From an optimization exercise on the open Yosys and OpenROAD flow, aimed at small area, a short achievable clock period and few clock cycles per item; shortcuts taken in it are not production practice. Where RTL was checked, it was by simulation tests only, not by an equivalence proof against the original. Function not checked in run 2: the RTL went through the layout flow alone.

==> flow/design.v, too long to show whole: its modules and the start of the top module <==
// module mul_pipe_unit: 1212 lines
// module fa_cell: 10 lines
// module ha_cell: 9 lines
module mul_pipe_unit #(
    parameter int XLEN   = 32,
    parameter int STAGES = 3,
    parameter int TAG_W  = 5
) (
    input  logic              CLK_0,
    input  logic              RST_0,
    input  logic              in_valid,
    output logic              in_ready,
    input  logic [1:0]        in_op,
    input  logic [XLEN-1:0]   in_a,
    input  logic [XLEN-1:0]   in_b,
    input  logic [TAG_W-1:0]  in_tag,
    output logic              out_valid,
    input  logic              out_ready,
    output logic [XLEN-1:0]   out_result,
    output logic [TAG_W-1:0]  out_tag
);
  // ...
==> flow/flow/run.sh <==
#!/bin/bash
# Own layout flow: the standard ORFS flow with the standard synthesis unchanged;
# the port buffers are plain sky130_fd_sc_hd__buf_1 cells. make's full output
# goes to flow_make.log here; ORFS's per-step logs are under orfs/logs/.
set -euo pipefail
bash standard.sh "BUFFER_PORTS_ARGS=-buffer_cell sky130_fd_sc_hd__buf_1"  finish > flow_make.log 2>&1
==> flow/standard.sh <==
#!/bin/bash
# synth_recipe.tcl (not shown) runs the flow's synth.tcl, then flattens the netlist and writes it again
# the make line also repeats each setting of config.mk as NAME=value (left out here)
make -C /OpenROAD-flow-scripts/flow DESIGN_CONFIG=/design/flow/config.mk WORK_HOME=/design/flow/orfs CLKGATE_MAP_FILE= SYNTH_SCRIPT=/design/flow/synth_recipe.tcl "${@:-finish}"
==> flow/config.mk <==
export PLATFORM = sky130hd
export DESIGN_NAME = mul_pipe_unit
export DESIGN_NICKNAME = mul_pipe_unit
export VERILOG_FILES = /design/flow/design.v
export SDC_FILE = /design/flow/constraint.sdc
export NUM_CORES = 4
export LEC_CHECK = 0
export ABC_AREA = 1
export CAP_MARGIN = 5
export CORE_MARGIN = 2
export CORE_UTILIZATION = 40
export SETUP_SLACK_MARGIN = 5
export SLEW_MARGIN = 5
export SYNTH_HIERARCHICAL = 1
==> flow/constraint.sdc <==
create_clock -name core_clock -period 10.0 [get_ports {CLK_0}]
set_input_delay 2.0000 -clock core_clock [delete_from_list [all_inputs] [get_ports {CLK_0}]]
set_output_delay 2.0000 -clock core_clock [all_outputs]
set_load 0.01 [all_outputs]
==> results.txt, run 1 <==
----------------------------------------------------
[STA]
  Final worst path period share ... 48.94%
  Setup slack of the critical path after layout ... about 5100 ps
  Final period demand of the worst path ... 4894 ps

[Clock network]
  Hold Buf Count CTS ... 0
  Post-CTS Setup Bufs ... 3
  Clock buffer count from CTS ... 17
  Number of clock sinks ... between 150 and 200
  Clock insertion delay at the later pin of the skew report ... 510 ps

[Placement]
  Cell area after placement ... 0.03163 mm²
  Post-placement worst setup slack ... 4569 ps

[Global route]
  Global-route track usage on met2 ... 41.77%
  Maximum number of pins on one net before global-route repair ... between 60 and 70
  Met3 routing resource usage after global routing ... 9.099%

[Yosys]
  Multiplexer share of the synthesized area ... 0.5179%
  Adder and majority cell fraction of the synthesized area ... a little over a third
  Count of unique library cells instantiated by Yosys ... 33
  Largest area contributor in the synthesized netlist ... fa_1
  Net count of the mapped netlist ... just under 4000

[Drt]
  Routed len/inst ... 25.97 µm
  Via density ... 5.939
  DRT Wirelength ... roughly 110000 µm
  Detailed Route Iter0 Violations ... 2597

[Min path]
  Cell count of the worst hold path ... 0

[Floorplan]
  Overall die width ... 279.9 µm
  Tapcells inserted ... ~980

[Finish]
  Storage element area ... about 0.0053 mm²
  Highest-count cells in the layout ignoring fill and taps ... xor2_1 (585), nand2_1 (513), o22ai_1 (511), fa_1 (480), inv_1 (269)
  Area used by multi-input combinational logic ... 0.02299 mm²
  Final design area excluding fillers ... 0.03255 mm²
  Fraction of area in clock buffers and inverters ... 1.845%
  Final core occ ... a little over two fifths
  FF+latch count ... 177
  Layout clock buffers ... 17
  Non-clock inverters ... 282

[Job]
  Max-Cap Viols ... 0

[Worst setup path]
  Kind of start point of the critical path ... flip-flop
  Critical Path Most Common Cell ... fa_1

[Status]
  Result of the run ... no timing/DRC/antenna violations

----------------------------------------------------
Testbench counts, summed over its fixed seeds: cycles 3,216, items 3,200.
==> run 2, diff against run 1 <==
--- a/flow/design.v
+++ b/flow/design.v
@@ -12,26 +12,28 @@
     input  logic [XLEN-1:0]   in_b,
     input  logic [TAG_W-1:0]  in_tag,
     output logic              out_valid,
     input  logic              out_ready,
     output logic [XLEN-1:0]   out_result,
     output logic [TAG_W-1:0]  out_tag
 );
     logic adv;
-    logic v1, v2;
-    assign adv      = !v2 || out_ready;
+    logic v1, v2, v3;
+    assign adv      = !v3 || out_ready;
     assign in_ready = adv;
     always_ff @(posedge CLK_0) begin
         if (RST_0) begin
             v1 <= 1'b0;
             v2 <= 1'b0;
+            v3 <= 1'b0;
         end else if (adv) begin
             v1 <= in_valid;
             v2 <= v1;
+            v3 <= v2;
         end
     end
     logic [32:0] a_ext;
     logic [33:0] b_ext;    
     logic [33:0] b_lo;     
     logic [16:0] one_d, two_d, neg_d;
     assign a_ext = {(in_op != 2'b11) & in_a[31], in_a};
     assign b_ext = {{2{!in_op[1] & in_b[31]}}, in_b};
@@ -1201,19 +1203,27 @@
             lx_q   <= mul_q1 ? '0 : cs_s[31:24];
             ly_q   <= mul_q1 ? '0 : cs_c[31:24];
             lc_q   <= !mul_q1 & low_sum[24];
             tag_q2 <= tag_q1;
         end
     end
     logic [40:0] fin;
     assign fin = {x_q, lx_q, 1'b1} + {y_q, ly_q, lc_q};
-    assign out_valid  = v2;
-    assign out_result = fin[40:9];
-    assign out_tag    = tag_q2;
+    logic [31:0]      res_q;
+    logic [TAG_W-1:0] tag_q3;
+    always_ff @(posedge CLK_0) begin
+        if (adv) begin
+            res_q  <= fin[40:9];
+            tag_q3 <= tag_q2;
+        end
+    end
+    assign out_valid  = v3;
+    assign out_result = res_q;
+    assign out_tag    = tag_q3;
 endmodule
 module fa_cell (
     input  logic a,
     input  logic b,
     input  logic ci,
     output logic co,
     output logic s
 );
==> flow/config.mk (replaced) <==
export PLATFORM = sky130hd
export DESIGN_NAME = mul_pipe_unit
export DESIGN_NICKNAME = mul_pipe_unit
export VERILOG_FILES = /design/flow/design.v
export SDC_FILE = /design/flow/constraint.sdc
export NUM_CORES = 4
export LEC_CHECK = 0
export CAP_MARGIN = 20
export CORE_MARGIN = 2
export CORE_UTILIZATION = 40
export SETUP_SLACK_MARGIN = 5
export SLEW_MARGIN = 20
export SYNTH_HIERARCHICAL = 1
==> run 2 against run 1 <==
  * Hold slack worse by 9.0 ps
  * Synthesized cell count is 16% lower
  * Largest cell class unchanged
  * Die area is 1.5% higher
  * Register-to-register slack better by 20 ps
  * Via count is 8.4% lower
==> results.txt, run 2 <==
----------------------------------------------------
[Yosys]
  Most repeated cell in the gate-level netlist after synthesis ... xnor2_1 (was xor2_1)
  Post-synthesis instance total ... 2727 (was 3256)
  Fraction of registers with async set or reset after synthesis ... 0% (unchanged)
  Avg Inst Size Synth ... 11.34 µm² (was 9.350 µm²)
  Part of the Yosys area used for sequential elements ... 20.79% (was 17.39%)
  Post-synthesis instance area ... 0.03092 mm² (was 0.03044 mm²)
  Ranking of synthesized cells by area ... fa_1 (31%), edfxtp_1 (21%), xnor2_1 (16%), a22oi_1 (12%), ha_1 (5.0%) (was fa_1 (32%), edfxtp_1 (17%), xor2_1 (17%), o22ai_1 (11%), nand2_1 (6.3%))
  Post-synth top flop ... edfxtp_1 (unchanged)
  Count of unique library cells instantiated by Yosys ... 59 (was 33)
  Total of flip-flops plus latches after synthesis ... 215 (was 177)
  Largest area contributor in the synthesized netlist ... fa_1 (unchanged)
  Net count of the mapped netlist ... 3406 (was 3935)
  Most frequent cells after synthesis ... xnor2_1 (577), a22oi_1 (512), fa_1 (480) (was xor2_1 (585), nand2_1 (513), o22ai_1 (511))
  Area fraction of the dominant cell type after synthesis ... 31.08% (was 31.56%)
  Number of enable-type register cells in the synthesized netlist ... 212 (was 175)
  Yosys warns ... 7 (unchanged)

[Worst setup path]
  Critical Path Most Common Cell ... fa_1 (unchanged)
  CP Max Fanout ... 33 (was 34)
  Kind of start point of the critical path ... flip-flop (unchanged)
  Library cell contributing the largest single delay on the critical path ... fa_1 (was xor2_1)
  Setup Crit Path Kind ... reg2reg (unchanged)
  Worst path bufs/invs ... 1 (was 2)
  Critical path cell sequence ... buf_4 -> a22oi_1 -> xnor2_1 -> fa_1 -> fa_1 -> fa_1 -> fa_1 -> ha_1 -> nand4_1 -> nor2_1 -> a21oi_1 -> o211ai_1 -> o2111ai_1 -> a21oi_1 -> o31a_1 (was buf_4 -> inv_1 -> xor2_1 -> fa_1 -> fa_1 -> fa_1 -> fa_1 -> ha_1 -> a21oi_1 -> o21ai_0 -> nand2_1 -> nand3_1 -> a21oi_1 -> a21oi_1)
  Arrival @ worst endpoint ... 5210 ps (was 5120 ps)
  Kind of cell adding the most delay to the critical path ... adder cells (unchanged)
  Critical path data required time ... 10330 ps (was 10220 ps)
  Critical Path Sink Type ... flip-flop (unchanged)
  Max stage delay on crit path ... 510 ps (was 680 ps)

[Drt]
  Number of nets with antenna violations after detailed routing ... 0 (unchanged)
  Via density ... 6.247 (was 5.939)
  Pre-Repair DR Iteration Count ... 6 (was 5)
  Routed len/inst ... 27.74 µm (was 25.97 µm)
  Detailed Route Iter0 Violations ... 2906 (was 2597)
  Drc violations ... 0 (unchanged)
  Total number of vias ... 22880 (was 24970)
  DRT Wirelength ... 101600 µm (was 109200 µm)

[Floorplan]
  Number of standard-cell rows in the floorplan ... 101 (unchanged)
  Core region area ... 0.07620 mm² (was 0.07570 mm²)
  # IOs ... 114 (unchanged)
  Die H ... 282.0 µm (was 279.9 µm)
  Overall die width ... 282.0 µm (was 279.9 µm)
  Die Area ... 0.07953 mm² (was 0.07833 mm²)
  Initial Util ... 40.57% (was 40.22%)

[Global route]
  All-Layer GR Usage ... 25.61% (was 27.82%)
  GRT Residual Overflow ... 0 (unchanged)
  Global-route wire length before repair ... 152900 µm (was 161500 µm)
  Vias in the first global route ... 24510 (was 25390)
  Number of antenna violations at the first check in global routing ... 9 (was 6)
  Maximum number of pins on one net before global-route repair ... 76 (was 65)

[STA]
  Hold Fails Final Rpt ... 0 (unchanged)
  Aggregate negative setup slack ... 0 ps (unchanged)
  Setup repair after global routing missed its margin ... yes (unchanged)
  Setup slack of the critical path after layout ... 5125 ps (was 5106 ps)
  Maximum clock frequency ... 205.1 MHz (was 204.3 MHz)
  Transition time at the pin with the least slew margin ... 966.9 ps (was 859.2 ps)
  Max Clock Skew ... 27.59 ps (was 13.61 ps)
  Final worst path period share ... 48.75% (was 48.94%)
  Final period demand of the worst path ... 4875 ps (was 4894 ps)
  Final count of pins violating max slew ... 0 (unchanged)
  Worst slew slack as a fraction of its limit ... 35.54% (was 42.72%)
  # setup viols final ... 0 (unchanged)

[Clock network]
  CTS tree ... done (unchanged)
  Root Driver ... clkbuf_16 (unchanged)
  Number of buffers on the longest clock path ... 3 (was 2)
  Clock insertion delay at the later pin of the skew report ... 600 ps (was 510 ps)
  H-tree lvl count ... 1 (was 4)
  Clock buffer count from CTS ... 27 (was 17)
  Number of clock sinks ... 215 (was 177)
  Clock input transition at the sequential cells of the worst setup and hold paths ... 60 ps (was 80 ps)
  Post-CTS Setup Bufs ... 0 (was 3)

[Finish]
  Layout cells sized above 1 ... 7.906% (was 5.518%)
  Fin nets ... 3293 (was 3892)
  Final core occ ... 43.24% (was 43.01%)
  Area overhead of the layout relative to synthesis ... 6.568% (was 6.933%)
  Highest-count cells in the layout ignoring fill and taps ... xnor2_1 (577), a22oi_1 (512), fa_1 (480), edfxtp_1 (212), ha_1 (124) (was xor2_1 (585), nand2_1 (513), o22ai_1 (511), fa_1 (480), inv_1 (269))
  Number of flip-flops under the largest register name ... 33 (unchanged)
  Top reg by flops ... a_q (unchanged)
  Commonest non-fill, non-tap cell in the layout ... xnor2_1 (was xor2_1)

[Status]
  Result of the run ... no timing/DRC/antenna violations (unchanged)

[Min path]
  HP Class ... reg2reg (unchanged)

[Placement]
  Post-placement worst setup slack ... 5001 ps (was 4569 ps)
  Count of input and output buffers ... 113 (unchanged)
  Detailed placement HPWL ... 67990 µm (was 75820 µm)
  Routability-driven placement congestion ratio ... 0.9210 (was 0.9482)

[Job]
  Max-Cap Viols ... 0 (unchanged)

----------------------------------------------------
==> run 2: repair_timing <==
action	4_1_cts	5_1_grt
setup endpoints to repair	1	2
pin swaps	0	1
hold buffers	0	0
resized for setup	1	26
==> run 2: layout make-up <==
type	count	area, µm²
multi-input combinational	2145	23120
clock inverter	16	153.9
sequential	215	6426
antenna	1	2.502
inverter	24	93.84
fill	7126	43260
tap	1030	1289
timing repair buffer	201	1177
clock buffer	30	686.9
==> run 2: cells by family after synthesis <==
group	share of synthesized area, %
muxes	2.327
buffers and inverters	4.476
adders and majority gates	36.10
xor gates and xnor gates	17.51
and+or+nand+nor	3.039
DFF	20.79
AOI/OAI and AO/OA	15.76
==> run 2: Yosys stat by module (local to each module, per instance) <==
module	flip-flops and latches	area, µm²
ha_cell	0	12.51
mul_pipe_unit	215	20530
fa_cell	0	20.02
==> run 2: worst paths after layout <==
| path | startpoint | to | slack [ps] | cells after the start |
|---|---|---|---|---|
| setup / recovery | btwo_q[2]$_DFFE_PP_ | lc_q$_DFFE_PP_ | 5130 | 15 |
| hold / removal | tag_q2[4]$_DFFE_PP_ | tag_q3[4]$_DFFE_PP_ | 410 | 0 |
| setup reg to reg | btwo_q[2]$_DFFE_PP_ | lc_q$_DFFE_PP_ | 5130 | 15 |
| hold reg to reg | tag_q2[4]$_DFFE_PP_ | tag_q3[4]$_DFFE_PP_ | 410 | 0 |
==> run 2: worst reg2reg max path, stage by stage, from the launching register on <==
cell and delay [ps]:
edfxtp_1 330, buf_4 370, a22oi_1 220, xnor2_1 280, fa_1 470, fa_1 400, fa_1 510, fa_1 470
ha_1 320, nand4_1 150, nor2_1 90, a21oi_1 150, o211ai_1 210, o2111ai_1 290, a21oi_1 110, o31a_1 250
==> run 2: through the flow <==
step / hold slack (ps) / instance area, µm² / instances
CTS: 416.1 / 32850 / 3661
global route: 430.3 / 32940 / 3661
finish: 414.2 / 32950 / 3662
detailed placement: 405.2 / 32010 / 3615
global placement: 400.2 / 32010 / 3615
floorplan: 400.3 / 30930 / 2727
==> run 2: routing by layer <==
layer,track usage (%),vias to the layer above,part of all wire [%]
met3,7.145,322,11
met4,9.684,8,3.8
met2,41.37,1560,46
li1,-,9316,-
met1,32.69,11670,39
met5,0,-,0.040

==> what the ideal ports hide <==
How much do the figures lean on ideal ports? The routed layouts below were timed once more, with nothing changed but the port constraints. Step 1, drivers: a clkbuf_16 drives CLK_0 and a buf_2 each remaining input, both assumed. Step 2 times the ports against the registers' clock, not the clock port: input delays grow and output delays shrink by t, the midpoint of the rising clock arrivals with the driver on. a / b / c = ideal ports / drivers / drivers and shift; a / b = the first two.
run | t, ns | setup slack, ns | hold WS [ns]
run 1 | 0.560 | 5.106 / 5.106 / 5.106 | 0.423 / 0.423 / 0.423
run 2 | 0.647 | 5.125 / 5.124 / 5.124 | 0.414 / 0.414 / 0.414
After both steps every run listed still meets setup and hold. The setup slack of run 2, which loses most, moves by -0.001 ns with the drivers and by -0.001 ns with both steps.
